This is an optimization exercise on Yosys and OpenROAD, whose aim is small area, a short achievable clock period and few clock cycles, not a production implementation.
The RTL was checked by simulation tests, not by an equivalence proof against the original design.
Power and IR drop assume default switching activity.

--- flow/run.sh ---
#!/bin/bash
# synth_recipe.tcl (not shown) runs the flow's synth.tcl, then flattens the netlist and writes it again
# the make line also repeats each setting of config.mk as NAME=value (left out here)
make -C /OpenROAD-flow-scripts/flow DESIGN_CONFIG=/design/flow/config.mk WORK_HOME=/design/flow/orfs CLKGATE_MAP_FILE= SYNTH_SCRIPT=/design/flow/synth_recipe.tcl finish
--- flow/config.mk ---
export PLATFORM = sky130hd
export DESIGN_NAME = stream_find_and_replace
export DESIGN_NICKNAME = stream_find_and_replace
export VERILOG_FILES = /design/flow/design.v
export SDC_FILE = /design/flow/constraint.sdc
export NUM_CORES = 4
export LEC_CHECK = 0
export CAP_MARGIN = 20
export CORE_MARGIN = 2
export CORE_UTILIZATION = 40
export SLEW_MARGIN = 20
--- flow/constraint.sdc ---
create_clock -name core_clock -period 4.8 [get_ports {clock}]
set_input_delay 0.9600 -clock core_clock [delete_from_list [all_inputs] [get_ports {clock}]]
set_output_delay 0.9600 -clock core_clock [all_outputs]
set_load 0.01 [all_outputs]
--- flow/design.v ---
`default_nettype none
package sfr_pkg;
   localparam int BYTE_W = 8;
   localparam int CSR_DATA_W = 64;
   localparam int CSR_ADDR_W = 5;
   localparam int LEN_W = 4;
   localparam int MAX_PATTERN_DEFAULT = 8;
   localparam int MAX_REPLACEMENT_DEFAULT = 8;
   localparam logic [1:0] REG_PATTERN_BYTES      = 2'd0;
   localparam logic [1:0] REG_PATTERN_LENGTH     = 2'd1;
   localparam logic [1:0] REG_REPLACEMENT_BYTES  = 2'd2;
   localparam logic [1:0] REG_REPLACEMENT_LENGTH = 2'd3;
endpackage
`default_nettype wire
`default_nettype none
module stream_find_and_replace (
   input  wire logic        clock,
   input  wire logic        reset,
   input  wire logic        in_valid,
   output logic             in_ready,
   input  wire logic [7:0]  in_byte,
   input  wire logic        in_last,
   output logic             out_valid,
   input  wire logic        out_ready,
   output logic      [7:0]  out_byte,
   output logic             out_last,
   input  wire logic        csr_psel,
   input  wire logic        csr_penable,
   input  wire logic        csr_pwrite,
   input  wire logic [4:0]  csr_paddr,
   input  wire logic [63:0] csr_pwdata,
   output logic      [63:0] csr_prdata,
   output logic             csr_pready
);
   logic [63:0] pat_q;
   logic [3:0]  plen_q;
   logic [63:0] rep_q;
   logic [3:0]  rlen_q;
   logic [7:0]  win_q [7];
   logic [2:0]  n_q;         
   logic [7:0]  obyte_q;
   logic        ovalid_q;
   logic        olast_q;
   logic        rep_q_act;   
   logic [2:0]  idx_q;       
   logic [2:0]  fcnt_q;      
   logic        jlast_q;     
   logic        csr_write;
   logic [63:0] wdata;
   assign csr_pready = 1'b1;
   assign csr_write  = csr_psel && csr_penable && csr_pwrite;
   assign wdata      = reset ? 64'd0 : csr_pwdata;
   always_ff @(posedge clock) begin
      if (reset || (csr_write && csr_paddr[4:3] == 2'd0)) pat_q <= wdata;
      if (reset || (csr_write && csr_paddr[4:3] == 2'd2)) rep_q <= wdata;
      if (reset || (csr_write && csr_paddr[4:3] == 2'd1)) plen_q <= {wdata[3:1], wdata[0] | reset};
      if (reset || (csr_write && csr_paddr[4:3] == 2'd3)) rlen_q <= {wdata[3:1], wdata[0] | reset};
   end
   always_comb begin
      unique case (csr_paddr[4:3])
         2'd0:    csr_prdata = pat_q;
         2'd1:    csr_prdata = {60'd0, plen_q};
         2'd2:    csr_prdata = rep_q;
         default: csr_prdata = {60'd0, rlen_q};
      endcase
   end
   logic [2:0] pm1, rm1;
   always_comb begin
      if (plen_q == 4'd0)     pm1 = 3'd0;
      else if (plen_q[3])     pm1 = 3'd7;
      else                    pm1 = plen_q[2:0] - 3'd1;
      if (rlen_q == 4'd0)     rm1 = 3'd0;
      else if (rlen_q[3])     rm1 = 3'd7;
      else                    rm1 = rlen_q[2:0] - 3'd1;
   end
   logic       win_eq;
   logic [7:0] pat_last;
   logic       match;
   always_comb begin
      win_eq = 1'b1;
      for (int i = 0; i < 7; i++) begin
         if ((3'(i) < pm1) && (win_q[i] != pat_q[8*i +: 8])) win_eq = 1'b0;
      end
      pat_last = pat_q[8*pm1 +: 8];
   end
   assign match = (n_q == pm1) && win_eq && (in_byte == pat_last);
   logic more, pop, free, zero_res, accept, acc_res, acc_app, flush_pop, rep_pop;
   logic [3:0] m;            
   logic [3:0] k_m1;         
   assign m         = {1'b0, n_q} + 4'd1;
   assign more      = rep_q_act || (fcnt_q != 3'd0);
   assign pop       = ovalid_q && out_ready;
   assign free      = !ovalid_q || (out_ready && !more);
   assign zero_res  = (n_q < pm1) && !in_last;
   assign in_ready  = free || (zero_res && (fcnt_q == 3'd0));
   assign accept    = in_valid && in_ready;
   assign acc_app   = accept && zero_res;
   assign acc_res   = accept && !zero_res;
   assign flush_pop = pop && (fcnt_q != 3'd0);
   assign rep_pop   = pop && rep_q_act;
   assign k_m1      = in_last ? {1'b0, n_q} : ({1'b0, n_q} - {1'b0, pm1});
   assign out_valid = ovalid_q;
   assign out_byte  = obyte_q;
   assign out_last  = olast_q;
   always_ff @(posedge clock) begin
      for (int i = 0; i < 7; i++) begin
         if (acc_app && n_q == 3'(i)) begin
            win_q[i] <= in_byte;
         end else if ((acc_res && !match && n_q != 3'd0) || flush_pop) begin
            if (acc_res && n_q == 3'(i + 1)) win_q[i] <= in_byte;
            else if (i < 6)                  win_q[i] <= win_q[(i < 6) ? i + 1 : i];
         end
      end
   end
   always_ff @(posedge clock) begin
      if (reset) begin
         n_q       <= 3'd0;
         ovalid_q  <= 1'b0;
         rep_q_act <= 1'b0;
         idx_q     <= 3'd0;
         fcnt_q    <= 3'd0;
      end else begin
         if (acc_app) begin
            n_q <= n_q + 3'd1;
         end else if (acc_res) begin
            if (match) n_q <= 3'd0;
         end else if (flush_pop) begin
            n_q <= n_q - 3'd1;
         end
         if (acc_res) begin
            ovalid_q <= 1'b1;
         end else if (pop && !more) begin
            ovalid_q <= 1'b0;
         end
         if (acc_res && match) begin
            rep_q_act <= (rm1 != 3'd0);
            idx_q     <= 3'd1;
         end else if (rep_pop) begin
            rep_q_act <= (idx_q != rm1);
            idx_q     <= (idx_q == rm1) ? 3'd0 : idx_q + 3'd1;
         end
         if (acc_res && !match) begin
            fcnt_q <= k_m1[2:0];
         end else if (flush_pop) begin
            fcnt_q <= fcnt_q - 3'd1;
         end
      end
   end
   always_ff @(posedge clock) begin
      if (acc_res) begin
         jlast_q <= in_last;
         if (match) begin
            obyte_q <= rep_q[7:0];
            olast_q <= in_last && (rm1 == 3'd0);
         end else begin
            obyte_q <= (n_q == 3'd0) ? in_byte : win_q[0];
            olast_q <= in_last && (n_q == 3'd0);
         end
      end else if (rep_pop) begin
         obyte_q <= rep_q[8*idx_q +: 8];
         olast_q <= jlast_q && (idx_q == rm1);
      end else if (flush_pop) begin
         obyte_q <= win_q[0];
         olast_q <= jlast_q && (fcnt_q == 3'd1);
      end
   end
endmodule
`default_nettype wire
==> results.sh <==
export IMPL_wirelength_mm=36.1
export IMPL_fillCellCount=2567
export IMPL_rsz0062_at_grt="false"
export IMPL_clock_path_buffers=3
export IMPL_grt_ovfl_total=0
export IMPL_synth_area_per_cell_sq_um=12.0
export IMPL_syn_area_sq_um=11700
export IMPL_drive_gt1_share_pct=12.8
export IMPL_num_vias=8567
export IMPL_skew_ps=15.4
export IMPL_worstPathRequired_ps=3840
export IMPL_synth_nets=1075
export IMPL_powerDensity_nw_per_um2=353
export IMPL_place_congestion=0.931
export IMPL_die_width_um=175
export IMPL_setup_viol=0
export IMPL_cts_buffers_inserted=25
export IMPL_place_area_sq_um=13700
export IMPL_min_path_type="reg2reg"
export IMPL_fmax_ghz=0.218
export IMPL_antennaDiodeCount=0
export IMPL_hold_viol_final=0
export IMPL_grt_max_degree=77
export IMPL_rows=62
export IMPL_crit_type="reg2out"
export IMPL_cp_start_kind="flip-flop"
export IMPL_first_pass_iters=5
export IMPL_setup_tns_ps=0
export IMPL_cts_setup_buffers=0
export IMPL_grt_util_all_layers_pct=23.5
export IMPL_power_mw=5.10
export IMPL_core_area_sq_um=28800
export IMPL_worst_pin_slew_ps=1030
export IMPL_fin_crit_ps=4590
export IMPL_antenna_found_initial=0
export IMPL_outcome="no timing/DRC/antenna violations"
export IMPL_reg2reg_from="plen_q[1]"
export IMPL_final_nets=1219
export IMPL_cap_viol_max_count=0
export IMPL_numPortBuffers=156
export IMPL_slew_headroom_pct=31.3
export IMPL_holdCritStartpoint="rep_q_act"
export IMPL_dieArea_sq_um=30700
export IMPL_io_pins=161
export IMPL_drtAntennaViolNets=0
export IMPL_insertion_delay_ps=540
export IMPL_syn2layout_area_growth_pct=23.3
export IMPL_crit_family="buffers and inverters"
export IMPL_grt_pass1_wl_mm=53.6
export IMPL_cp_max_fo=14
export IMPL_synth_ff_type="edfxtp_1"
export IMPL_netlist_cell_type_count=66
export IMPL_clock_sinks=213
export IMPL_grt_pass1_vias=8591
export IMPL_die_height_um=175
export IMPL_worstSetupStartpoint="plen_q[1]"
export IMPL_synthArstFlopShare_pct=0
export IMPL_cts_tree="built"
export IMPL_cts_root_buf="clkbuf_16"
export IMPL_place_hpwl_mm=26.7
export IMPL_drv_slew=0
export IMPL_viasPerCell=5.65
export IMPL_critical_path_arrival_ps=3630
export IMPL_crit_chain="inv_1 > ha_1 > nor2b_4 > nor2_2 > buf_4 > or2_2 > ha_1 > inv_1 > maj3_2 > a211oi_2 > buf_4 > a21oi_1 > o21ai_2 > clkdlybuf4s50_1"
export IMPL_finalInstanceArea_sq_um=14400
export IMPL_start_util_pct=40.7
export IMPL_cp_slowest_cell="clkdlybuf4s50_1"
export IMPL_post_drt_wl_per_cell_um=23.8
export IMPL_ir_worst_vdd_mv=0.286
export IMPL_h_tree_depth=1
export IMPL_cts_hold_buf=0
export IMPL_synthCells=974
export IMPL_drt_iter0_markers=821
export IMPL_route_detailed_drc=0
export IMPL_ys_seq_area_share_pct=53.7
export IMPL_synth_edf_count=202
export IMPL_cp_num_buf_inv=5
export IMPL_ys_seq_elements=213
export IMPL_critPathMaxStageDelay_ps=490
export IMPL_clk_pin_slew_ps=60
export IMPL_period_share_pct=95.5
export IMPL_p_leak_nw=5.03
export IMPL_yosysWarnings=2
export IMPL_endpoint_kind="output port"
==> per-stage QoR <==
stage	std cells	setup slack (ps)	util, %	hold WS, ps
floorplan	974	715	-	487
global placement	1475	761	47.6	507
detailed placement	1475	731	47.6	506
CTS	1517	155	50.1	517
global route	1517	45.2	50.2	562
finish	1517	214	50.2	515
==> registers in the layout (all words and copies together) (netlist names) <==
register / flops
pat_q: 64
rep_q_act: 1
fcnt_q: 3
rep_q: 64
rlen_q: 4
plen_q: 4
win_q: 56
jlast_q: 1
idx_q: 3
n_q: 3
obyte_q: 8
olast_q: 1
ovalid_q: 1
==> layout make-up <==
class                           instances  area, sq um  area share (%)
Sequential cell                       213         6290            43.5
Multi-Input combinational cell        681         5140            35.6
Timing Repair Buffer                  177         1720            11.9
Clock buffer                           31          648            4.49
Tap cell                              384          480            3.33
Clock inverter                         11         96.3           0.667
Inverter                               20         75.1           0.520
==> repair_timing <==
item                                    CTS  global route
endpoints found under the hold margin     0             0
endpoints found under the setup margin    0             1
resized for setup                         0             2
==> worst register-to-register path, stage by stage, from the launching register on <==
cell and delay (ps):
edfxtp_1 380, inv_1 110, ha_1 310, nand2b_1 300
nand2b_1 80, buf_4 190, inv_2 180, ha_1 330
a211o_1 440, a21oi_1 230, nand2_1 130, nor2_1 670
mux2_2 420
==> where the power goes <==
part	internal, mW	switching, mW	leakage (nW)
logic	0.444	0.494	2.65
clock network	1.01	0.735	0.360
registers	2.24	0.183	2.02
total	3.69	1.41	5.03
==> synth_stat cells, types with 3 or more instances <==
library cell  count  area [sq um]
nor4_1            5          31.3
nand3_1          33           165
clkbuf_1         38           143
xnor2_1          47           412
nand2b_1          6          37.5
o21a_1            3          22.5
buf_2             9          45.0
o31ai_1           5          37.5
and3_1            6          37.5
a21boi_1          5          37.5
nand4b_1          4          35.0
buf_1            11          41.3
mux2_2           51           574
o221ai_1         12           105
nand4_1          16           100
a21o_1            5          37.5
and2_1            3          18.8
o21ai_0          16          80.1
mux2i_1          72           721
ha_1             16           200
a21boi_0          6          45.0
a21oi_1          39           195
nor3_1            3          15.0
a211oi_1         11          82.6
mux4_2           20           450
a221oi_1          3          26.3
or4_1             3          22.5
nor2b_1          69           432
o211ai_1          3          22.5
edfxtp_1        202          6070
xor2_1           22           193
nor2_1           87           327
o32ai_1           4          35.0
a21oi_2           4          35.0
a31oi_1           6          37.5
inv_1            18          67.6
a311oi_1          4          35.0
nand2_1          61           229
dfxtp_1          11           220
==> cell families (layout without fill, tap and decap cells) <==
kind of cell | Yosys count | count (layout) | synth area share, %
mux | 143 | 143 | 14.9
flops | 213 | 213 | 53.7
xor+xnor | 69 | 69 | 5.16
buf+inv | 80 | 239 | 2.76
fa+ha+maj | 17 | 17 | 1.81
other cells | 1 | 1 | 0.0320
simple gates | 309 | 309 | 13.4
compound gates | 142 | 142 | 8.29
==> final timing paths <==
kind	end	slack (ps)	cells after the start
hold / removal	rep_q_act	520	2
hold reg to reg	rep_q_act	520	2
setup reg to reg	win_q[5][0]	760	12
setup / recovery	in_ready	210	14
==> metal layers <==
metal | vias to the layer above | share of wire [%] | GRT usage (%)
met1 | 4277 | 44 | 33.3
met4 | 0 | 3.3 | 7.26
met5 | - | 0 | 0
met2 | 318 | 46 | 36.8
li1 | 3912 | - | -
met3 | 60 | 6.5 | 4.03
==> cells in the final DEF (no fill, tap or decap), types with 18 or more instances in the layout <==
master	synthesis	final
edfxtp_1	202	202
clkdlybuf4s50_1	0	153
nor2_1	87	87
mux2i_1	72	72
nor2b_1	69	69
nand2_1	61	61
mux2_2	51	51
xnor2_1	47	47
a21oi_1	39	39
nand3_1	33	33
clkbuf_16	0	25
xor2_1	22	22
buf_4	1	21
mux4_2	20	20
inv_1	18	18
Testbench counts, summed over its fixed seeds: cycles 77,028.

[afterwards: timing with drivers on the ports]
Ports are ideal in the flow. The routed layout listed here was re-timed in OpenROAD. Step 1 assumes that a clkbuf_16 drives the clock port and a buf_2 every other input. Step 2 moves the port delays by t, midway between the first and last clock arrival at a register: inputs arrive t later, outputs are due t later. That takes back most of the time a late clock gives input paths. Slacks: no drivers / after step 1 / after step 2; pairs: no drivers / after step 1.
shift t [ns]: 0.577
setup WS [ns]: 0.214 / 0.165 / 0.743
hold WS [ns]: 0.515 / 0.515 / 0.515
clock arrival spread, ns: 0.016 / 0.017
After both steps setup and hold are still met in this run. The setup slack of this run moves by -0.049 ns with the drivers and by +0.529 ns with both steps.
